Source: an optimization exercise on an open RTL-to-GDS flow (aim: small area, a short achievable clock period and few clock cycles per item). Production flows keep margins and buffers that such runs may drop.
Function was checked by simulation only, so behaviour that the tests miss may differ from the original.
No driver is modelled on the clock port, so clock power and skew are understated where the tree is cut down; a real chip needs a root buffer or a tree.
Power and IR drop assume default switching activity.

==> run a: inputs <==
==> flow/design.v <==
`default_nettype none
package pool_buffer_pkg;
    typedef logic [32-1:0] pixel_t;
    typedef pixel_t [4-1:0] pixel_vec_t;
    typedef struct packed {
        pixel_vec_t top_left;
        pixel_vec_t top_right;
        pixel_vec_t bot_left;
        pixel_vec_t bot_right;
    } window_t;
    typedef struct packed {
        window_t                 window;
        logic [$clog2(((6 / 2) * (4 / 2)))-1:0] window_idx;
        logic                    last;
    } window_beat_t;
    typedef struct packed {
        logic [1:0]              bank_sel;
        logic [$clog2(((6 / 2) * (4 / 2)))-1:0] addr;
        pixel_vec_t              data;
    } bank_wr_t;
    typedef enum logic {
        ST_FILL,
        ST_DRAIN
    } buf_state_e;
endpackage
`default_nettype wire
`timescale 1ns/1ps
`default_nettype none
module pool_buffer_top (
    input  wire                           clk,
    input  wire                           rst_n,
    input  wire                           in_valid,
    input  wire pool_buffer_pkg::pixel_vec_t in_data,
    output logic                          in_ready,
    output logic                          out_valid,
    input  wire                           out_ready,
    output pool_buffer_pkg::window_beat_t out_beat
);
    localparam int DEPTH = 6 + 1;
    localparam logic [$clog2(((6 / 2) * (4 / 2)))-1:0] WIN_LAST = $clog2(((6 / 2) * (4 / 2)))'(((6 / 2) * (4 / 2)) - 1);
    logic [$clog2(((6 / 2) * (4 / 2)))-1:0]     win;
    logic                        r0;
    logic                        c0;
    logic                        br_q;
    logic                        last_q;
    logic                        accept;
    logic [$clog2(((6 / 2) * (4 / 2)))-1:0]     win_next;
    logic                        r0_next;
    logic                        c0_next;
    pool_buffer_pkg::pixel_vec_t hist [DEPTH];
    assign in_ready  = !br_q || out_ready;
    assign accept    = in_valid && in_ready;
    assign out_valid = in_valid && br_q;
    always_comb begin
        out_beat.window.top_left  = hist[0];
        out_beat.window.top_right = hist[1];
        out_beat.window.bot_left  = hist[DEPTH-1];
        out_beat.window.bot_right = in_data;
        out_beat.window_idx       = win;
        out_beat.last             = last_q;
    end
    always_ff @(posedge clk) begin
        if (accept) begin
            for (int k = 0; k < DEPTH - 1; k++) begin
                hist[k] <= hist[k+1];
            end
            hist[DEPTH-1] <= in_data;
        end
    end
    always_comb begin
        win_next = win;
        r0_next  = r0;
        c0_next  = !c0;
        if (c0) begin
            case (win)
                3'd0:    win_next = 3'd1;
                3'd1:    win_next = 3'd2;
                3'd2:    win_next = r0 ? 3'd3 : 3'd0;
                3'd3:    win_next = 3'd4;
                3'd4:    win_next = 3'd5;
                default: win_next = r0 ? 3'd0 : 3'd3;
            endcase
            if (win == 3'd2 || win == 3'd5) begin
                r0_next = !r0;
            end
        end
    end
    always_ff @(posedge clk or negedge rst_n) begin
        if (!rst_n) begin
            win    <= '0;
            r0     <= 1'b0;
            c0     <= 1'b0;
            br_q   <= 1'b0;
            last_q <= 1'b0;
        end else if (accept) begin
            win    <= win_next;
            r0     <= r0_next;
            c0     <= c0_next;
            br_q   <= r0_next && c0_next;
            last_q <= (win_next == WIN_LAST);
        end
    end
endmodule
`default_nettype wire
==> flow/flow/run.sh <==
#!/bin/bash
set -euo pipefail
here=$(pwd)
bash standard.sh "BUFFER_PORTS_ARGS=-buffer_cell sky130_fd_sc_hd__buf_1" \
  "PRE_CTS_TCL=$here/flow/pre_cts.tcl" finish > flow_make.log 2>&1
==> flow/flow/my_cts.tcl <==
# Two-level clock tree built directly: the clock port drives a few root
# buffers, each root drives a group of leaf buffers, each leaf drives a
# compact cluster of flip-flop clock pins. Every sink sees the same number
# of buffer stages (root + leaf), so the tree is balanced by construction.
proc my_build_clock_tree { {leaf_size 28} {n_roots 4} {leaf_cell sky130_fd_sc_hd__clkbuf_16} } {
  set db [ord::get_db]
  set block [ord::get_db_block]
  set buf_master [$db findMaster sky130_fd_sc_hd__clkbuf_16]
  set leaf_master [$db findMaster $leaf_cell]
  set clk_net [$block findNet clk]
  $clk_net setSigType CLOCK

  # sinks: every instance pin on the clock net
  set sinks {}
  foreach it [$clk_net getITerms] {
    set inst [$it getInst]
    set bb [$inst getBBox]
    set x [expr {([$bb xMin] + [$bb xMax]) / 2}]
    set y [expr {([$bb yMin] + [$bb yMax]) / 2}]
    lappend sinks [list $it $x $y]
  }
  set n [llength $sinks]
  set n_leaves [expr {int(ceil(double($n) / $leaf_size))}]
  # vertical strips, each cut along y into groups, so clusters stay compact
  set n_strips [expr {max(1, int(round(sqrt($n_leaves))))}]
  set sx [lsort -integer -index 1 $sinks]
  set per_strip [expr {int(ceil(double($n) / $n_strips))}]
  set leaves {}
  for {set s 0} {$s < $n_strips} {incr s} {
    set strip [lrange $sx [expr {$s * $per_strip}] [expr {($s + 1) * $per_strip - 1}]]
    if {[llength $strip] == 0} { continue }
    set sy [lsort -integer -index 2 $strip]
    set k [expr {int(ceil(double([llength $sy]) / $leaf_size))}]
    set per [expr {int(ceil(double([llength $sy]) / $k))}]
    for {set i 0} {$i < [llength $sy]} {incr i $per} {
      lappend leaves [lrange $sy $i [expr {$i + $per - 1}]]
    }
  }

  # leaf buffers at the centroid of their cluster
  set leaf_info {}
  set li 0
  foreach grp $leaves {
    set sxs 0; set sys 0
    foreach s $grp { incr sxs [lindex $s 1]; incr sys [lindex $s 2] }
    set cx [expr {$sxs / [llength $grp]}]
    set cy [expr {$sys / [llength $grp]}]
    set inst [odb::dbInst_create $block $leaf_master "clkbuf_leaf_${li}_clk"]
    set net [odb::dbNet_create $block "clknet_leaf_${li}_clk"]
    $net setSigType CLOCK
    $inst setLocation $cx $cy
    $inst setPlacementStatus PLACED
    foreach s $grp {
      set it [lindex $s 0]
      $it disconnect
      $it connect $net
    }
    [$inst findITerm X] connect $net
    lappend leaf_info [list $inst $cx $cy]
    incr li
  }

  # root buffers, each feeding the leaves of one region
  set n_roots [expr {min($n_roots, [llength $leaf_info])}]
  set rx [expr {max(1, int(round(sqrt($n_roots))))}]
  set lx [lsort -integer -index 1 $leaf_info]
  set per_col [expr {int(ceil(double([llength $lx]) / $rx))}]
  set groups {}
  for {set c 0} {$c < $rx} {incr c} {
    set col [lrange $lx [expr {$c * $per_col}] [expr {($c + 1) * $per_col - 1}]]
    if {[llength $col] == 0} { continue }
    set ly [lsort -integer -index 2 $col]
    set k [expr {max(1, $n_roots / $rx)}]
    set per [expr {int(ceil(double([llength $ly]) / $k))}]
    for {set i 0} {$i < [llength $ly]} {incr i $per} {
      lappend groups [lrange $ly $i [expr {$i + $per - 1}]]
    }
  }
  set ri 0
  foreach grp $groups {
    set sxs 0; set sys 0
    foreach l $grp { incr sxs [lindex $l 1]; incr sys [lindex $l 2] }
    set cx [expr {$sxs / [llength $grp]}]
    set cy [expr {$sys / [llength $grp]}]
    set inst [odb::dbInst_create $block $buf_master "clkbuf_root_${ri}_clk"]
    set net [odb::dbNet_create $block "clknet_root_${ri}_clk"]
    $net setSigType CLOCK
    $inst setLocation $cx $cy
    $inst setPlacementStatus PLACED
    foreach l $grp { [[lindex $l 0] findITerm A] connect $net }
    [$inst findITerm X] connect $net
    [$inst findITerm A] connect $clk_net
    incr ri
  }
  puts "my_build_clock_tree: $n sinks, [llength $leaf_info] leaf buffers, $ri root buffers"
}

proc my_is_buffer { inst } {
  return [regexp {^sky130_fd_sc_hd__(buf|bufbuf|clkbuf)_[0-9]+$} [[$inst getMaster] getName]]
}

proc my_driver { net } {
  foreach it [$net getITerms] {
    if {[$it isOutputSignal]} { return $it }
  }
  return ""
}

proc my_sta_pin { it } {
  return [get_pins "[[$it getInst] getName]/[[$it getMTerm] getName]"]
}

proc my_center { inst } {
  set bb [$inst getBBox]
  return [list [expr {([$bb xMin] + [$bb xMax]) / 2}] [expr {([$bb yMin] + [$bb yMax]) / 2}]]
}

# Rebuilds the buffer tree that drives the flip-flop enable pins (DE) as two
# balanced levels of buffers, clustered like the clock tree leaves.
proc my_build_enable_tree { leaf_master root_master n_roots } {
  set block [ord::get_db_block]
  set dbu [$block getDefUnits]
  # DE pins and the buffers between them and the logic that drives them
  set bufs [dict create]
  set roots [dict create]
  foreach inst [$block getInsts] {
    set de [$inst findITerm DE]
    if {$de == "NULL" || $de == ""} { continue }
    set net [$de getNet]
    while {1} {
      set drv [my_driver $net]
      if {$drv == ""} { break }
      set dinst [$drv getInst]
      if {![my_is_buffer $dinst]} { break }
      dict set bufs [$dinst getName] $dinst
      set net [[$dinst findITerm A] getNet]
    }
    dict set roots [$net getName] $net
  }
  # move every load of those buffers' nets (other than the buffers
  # themselves) onto the root net, then delete the buffers
  set moved [dict create]
  dict for {bname binst} $bufs {
    set onet [[$binst findITerm X] getNet]
    set rnet [[$binst findITerm A] getNet]
    while {[dict exists $bufs [[[my_driver $rnet] getInst] getName]]} {
      set rnet [[[[my_driver $rnet] getInst] findITerm A] getNet]
    }
    foreach it [$onet getITerms] {
      if {[$it isOutputSignal]} { continue }
      if {[dict exists $bufs [[$it getInst] getName]]} { continue }
      dict set moved $it [$rnet getName]
    }
  }
  dict for {it rname} $moved {
    $it disconnect
    $it connect [$block findNet $rname]
  }
  dict for {bname binst} $bufs {
    set onet [[$binst findITerm X] getNet]
    odb::dbInst_destroy $binst
    if {[llength [$onet getITerms]] == 0 && [llength [$onet getBTerms]] == 0} {
      odb::dbNet_destroy $onet
    }
  }
  set names [dict keys $bufs]
  # group the DE pins by root net again, now that they hang on it directly
  set roots2 [dict create]
  foreach inst [$block getInsts] {
    set de [$inst findITerm DE]
    if {$de == "NULL" || $de == ""} { continue }
    dict lappend roots2 [[$de getNet] getName] $de
  }
  set roots $roots2
  set bi 0
  dict for {root_name des} $roots {
    # clusters: DE pins of flip-flops on the same clock leaf net
    set clusters [dict create]
    foreach de $des {
      set ck [[[$de getInst] findITerm CLK] getNet]
      dict lappend clusters [$ck getName] $de
    }
    set leaves {}
    dict for {ck grp} $clusters {
      set sx 0; set sy 0
      foreach de $grp {
        lassign [my_center [$de getInst]] x y
        incr sx $x; incr sy $y
      }
      set cx [expr {double($sx) / [llength $grp] / $dbu}]
      set cy [expr {double($sy) / [llength $grp] / $dbu}]
      set binst [insert_buffer -buffer_cell $leaf_master -net [get_nets $root_name] \
        -load_pins [lmap de $grp {my_sta_pin $de}] -location [list $cx $cy]]
      lappend leaves [list [get_full_name $binst] $cx $cy]
      incr bi
    }
    # root level: split the leaves into n_roots groups by position
    set lx [lsort -real -index 1 $leaves]
    set nr [expr {min($n_roots, [llength $leaves])}]
    set per [expr {int(ceil(double([llength $lx]) / $nr))}]
    for {set i 0} {$i < [llength $lx]} {incr i $per} {
      set grp [lsort -real -index 2 [lrange $lx $i [expr {$i + $per - 1}]]]
      set sx 0; set sy 0
      foreach l $grp { set sx [expr {$sx + [lindex $l 1]}]; set sy [expr {$sy + [lindex $l 2]}] }
      insert_buffer -buffer_cell $root_master -net [get_nets $root_name] \
        -load_pins [lmap l $grp {get_pins [lindex $l 0]/A}] \
        -location [list [expr {$sx / [llength $grp]}] [expr {$sy / [llength $grp]}]]
      incr bi
    }
  }
  # the gate driving each tree root now drives only a few root buffers; give
  # it a strong drive if it is a plain inverter or buffer
  set db [ord::get_db]
  dict for {root_name des} $roots {
    set drv [my_driver [$block findNet $root_name]]
    if {$drv == ""} { continue }
    set dinst [$drv getInst]
    set m [[$dinst getMaster] getName]
    if {[regexp {^sky130_fd_sc_hd__(clkinvlp|clkinv|inv)_[0-9]+$} $m]} {
      $dinst swapMaster [$db findMaster sky130_fd_sc_hd__inv_8]
    } elseif {[regexp {^sky130_fd_sc_hd__(buf|clkbuf)_[0-9]+$} $m]} {
      $dinst swapMaster [$db findMaster sky130_fd_sc_hd__buf_8]
    }
  }
  puts "my_build_enable_tree: removed [llength $names] buffers, [dict size $roots] root nets, $bi buffers inserted"
}
==> flow/flow/pre_cts.tcl <==
# Replaces TritonCTS with a directly built two-level clock tree, and rebuilds
# the buffer tree of the flip-flop enables as two balanced levels clustered
# like the clock leaves (my_cts.tcl). The rest of ORFS's CTS step
# (legalisation, setup and hold repair) runs as usual.
source [file join [file dirname [info script]] my_cts.tcl]
rename clock_tree_synthesis __orfs_clock_tree_synthesis
proc clock_tree_synthesis { args } {
  my_build_clock_tree 30 4
  set_propagated_clock [all_clocks]
  my_build_enable_tree sky130_fd_sc_hd__buf_4 sky130_fd_sc_hd__buf_16 4
}
==> flow/standard.sh <==
#!/bin/bash
# synth_recipe.tcl (not shown) runs the flow's synth.tcl, then flattens the netlist and writes it again
# the make line also repeats each setting of config.mk as NAME=value (left out here)
make -C /OpenROAD-flow-scripts/flow DESIGN_CONFIG=/design/flow/config.mk WORK_HOME=/design/flow/orfs CLKGATE_MAP_FILE= SYNTH_SCRIPT=/design/flow/synth_recipe.tcl "${@:-finish}"
==> flow/config.mk <==
export PLATFORM = sky130hd
export DESIGN_NAME = pool_buffer_top
export DESIGN_NICKNAME = pool_buffer_top
export VERILOG_FILES = /design/flow/design.v
export SDC_FILE = /design/flow/constraint.sdc
export NUM_CORES = 4
export LEC_CHECK = 0
export CAP_MARGIN = 20
export CORE_MARGIN = 2
export CORE_UTILIZATION = 70
export PLACE_DENSITY = 0.8
export SETUP_SLACK_MARGIN = 2.0
export SLEW_MARGIN = 20
==> flow/constraint.sdc <==
create_clock -name core_clock -period 4.0 [get_ports {clk}]
set_input_delay 0.8000 -clock core_clock [delete_from_list [all_inputs] [get_ports {clk}]]
set_output_delay 0.8000 -clock core_clock [all_outputs]
set_load 0.01 [all_outputs]
==> inputs of run b, as changes to run a <==
==> flow/flow/my_cts.tcl (replaced) <==
# Two-level clock tree built directly: the clock port drives a few root
# buffers, each root drives a group of leaf buffers, each leaf drives a
# compact cluster of flip-flop clock pins. Every sink sees the same number
# of buffer stages (root + leaf), so the tree is balanced by construction.
proc my_build_clock_tree { {leaf_size 28} {n_roots 4} } {
  set db [ord::get_db]
  set block [ord::get_db_block]
  set buf_master [$db findMaster sky130_fd_sc_hd__clkbuf_16]
  set clk_net [$block findNet clk]
  $clk_net setSigType CLOCK

  # sinks: every instance pin on the clock net
  set sinks {}
  foreach it [$clk_net getITerms] {
    set inst [$it getInst]
    set bb [$inst getBBox]
    set x [expr {([$bb xMin] + [$bb xMax]) / 2}]
    set y [expr {([$bb yMin] + [$bb yMax]) / 2}]
    lappend sinks [list $it $x $y]
  }
  set n [llength $sinks]
  set n_leaves [expr {int(ceil(double($n) / $leaf_size))}]
  # vertical strips, each cut along y into groups, so clusters stay compact
  set n_strips [expr {max(1, int(round(sqrt($n_leaves))))}]
  set sx [lsort -integer -index 1 $sinks]
  set per_strip [expr {int(ceil(double($n) / $n_strips))}]
  set leaves {}
  for {set s 0} {$s < $n_strips} {incr s} {
    set strip [lrange $sx [expr {$s * $per_strip}] [expr {($s + 1) * $per_strip - 1}]]
    if {[llength $strip] == 0} { continue }
    set sy [lsort -integer -index 2 $strip]
    set k [expr {int(ceil(double([llength $sy]) / $leaf_size))}]
    set per [expr {int(ceil(double([llength $sy]) / $k))}]
    for {set i 0} {$i < [llength $sy]} {incr i $per} {
      lappend leaves [lrange $sy $i [expr {$i + $per - 1}]]
    }
  }

  # leaf buffers at the centroid of their cluster
  set leaf_info {}
  set li 0
  foreach grp $leaves {
    set sxs 0; set sys 0
    foreach s $grp { incr sxs [lindex $s 1]; incr sys [lindex $s 2] }
    set cx [expr {$sxs / [llength $grp]}]
    set cy [expr {$sys / [llength $grp]}]
    set inst [odb::dbInst_create $block $buf_master "clkbuf_leaf_${li}_clk"]
    set net [odb::dbNet_create $block "clknet_leaf_${li}_clk"]
    $net setSigType CLOCK
    $inst setLocation $cx $cy
    $inst setPlacementStatus PLACED
    foreach s $grp {
      set it [lindex $s 0]
      $it disconnect
      $it connect $net
    }
    [$inst findITerm X] connect $net
    lappend leaf_info [list $inst $cx $cy]
    incr li
  }

  # root buffers, each feeding the leaves of one region
  set n_roots [expr {min($n_roots, [llength $leaf_info])}]
  set rx [expr {max(1, int(round(sqrt($n_roots))))}]
  set lx [lsort -integer -index 1 $leaf_info]
  set per_col [expr {int(ceil(double([llength $lx]) / $rx))}]
  set groups {}
  for {set c 0} {$c < $rx} {incr c} {
    set col [lrange $lx [expr {$c * $per_col}] [expr {($c + 1) * $per_col - 1}]]
    if {[llength $col] == 0} { continue }
    set ly [lsort -integer -index 2 $col]
    set k [expr {max(1, $n_roots / $rx)}]
    set per [expr {int(ceil(double([llength $ly]) / $k))}]
    for {set i 0} {$i < [llength $ly]} {incr i $per} {
      lappend groups [lrange $ly $i [expr {$i + $per - 1}]]
    }
  }
  set ri 0
  foreach grp $groups {
    set sxs 0; set sys 0
    foreach l $grp { incr sxs [lindex $l 1]; incr sys [lindex $l 2] }
    set cx [expr {$sxs / [llength $grp]}]
    set cy [expr {$sys / [llength $grp]}]
    set inst [odb::dbInst_create $block $buf_master "clkbuf_root_${ri}_clk"]
    set net [odb::dbNet_create $block "clknet_root_${ri}_clk"]
    $net setSigType CLOCK
    $inst setLocation $cx $cy
    $inst setPlacementStatus PLACED
    foreach l $grp { [[lindex $l 0] findITerm A] connect $net }
    [$inst findITerm X] connect $net
    [$inst findITerm A] connect $clk_net
    incr ri
  }
  puts "my_build_clock_tree: $n sinks, [llength $leaf_info] leaf buffers, $ri root buffers"
}
==> flow/flow/pre_cts.tcl (replaced) <==
# Replaces TritonCTS with a directly built two-level clock tree (my_cts.tcl).
# The rest of ORFS's CTS step (legalisation, setup and hold repair) runs as usual.
source [file join [file dirname [info script]] my_cts.tcl]
rename clock_tree_synthesis __orfs_clock_tree_synthesis
proc clock_tree_synthesis { args } {
  my_build_clock_tree 28 4
  set_propagated_clock [all_clocks]
}
Settings changed: CORE_UTILIZATION 70 to 60, PLACE_DENSITY 0.8 to 0.72, SETUP_SLACK_MARGIN 2.0 to 2.1.
==> summary of the runs <==
- Run b went through all stages and came out clean. Run a finished with timing, DRC and antenna clean.
- In combinational power, run b and run a hardly differ.
- Sequential cell count is the same in run a and run b.
- In run a the register-to-register slack is better than in run b, by 0.28 ns.
- In run a the core utilization is higher than in run b, by 11 points.
- Against run a, the first-iteration DRC count of run b is smaller by about 30%.
- Against run a, the sequential share of layout area of run b is lower by 0.66 points.
==> figures <==
metric                                                         run b        run a
WL final                                                     45.0 mm      53.4 mm
Routed metal-1 wirelength                                    17.2 mm      18.1 mm
WL met2                                                      23.7 mm      29.3 mm
Status                              no timing/DRC/antenna violations  no timing/DRC/antenna violations
Worst setup slack before clock tree synthesis                1.32 ns      1.49 ns
Worst hold slack                                            0.304 ns     0.305 ns
Non-filler cells in the finished layout                         2249         2185
Share of the core filled with cells in the final layout        68.8%        79.8%
DR iter-0 viols                                                  717         1030
Combinational power                                          1.68 mW      1.70 mW
Dpl hpwl                                                     30.4 mm      36.8 mm
Fraction of area in registers                                  84.6%        85.2%
Total power divided by cell area                         580 nW/um^2  587 nW/um^2
RSZ-0062 raised after global routing                            true        false
Testbench counts of run a, summed over its fixed seeds: cycles 1,536, frames 64.
Testbench counts of run b, summed over its fixed seeds: cycles 1,536, frames 64.
In every run of this note, the design's own scripts or RTL, not TritonCTS, make the clock network.

separate check: timing with driven ports:
No port has a modelled driver above. Below, the same layouts with a new extraction and two added sets of constraints. Step 1 assumes that a clkbuf_16 drives the clock port and a buf_2 every other input. Step 2 also shifts input and output timing later by t, the mid clock arrival at the registers, as if the neighbouring blocks saw the same clock. Three values: ideal ports, drivers, drivers and shift; two values: the first two.
run | t, ns | setup slack, ns | hold slack, ns | worst register clock-pin slew, ns
run a | 0.491 | 2.012 / 1.936 / 1.872 | 0.305 / 0.215 / 0.393 | 0.10 / 0.10
run b | 0.491 | 1.964 / 1.944 / 1.561 | 0.304 / 0.215 / 0.412 | 0.10 / 0.10
After both steps setup and hold are still met in every run listed. For run b, which loses most, drivers alone change the setup slack by -0.020 ns; drivers and shift together by -0.403 ns.
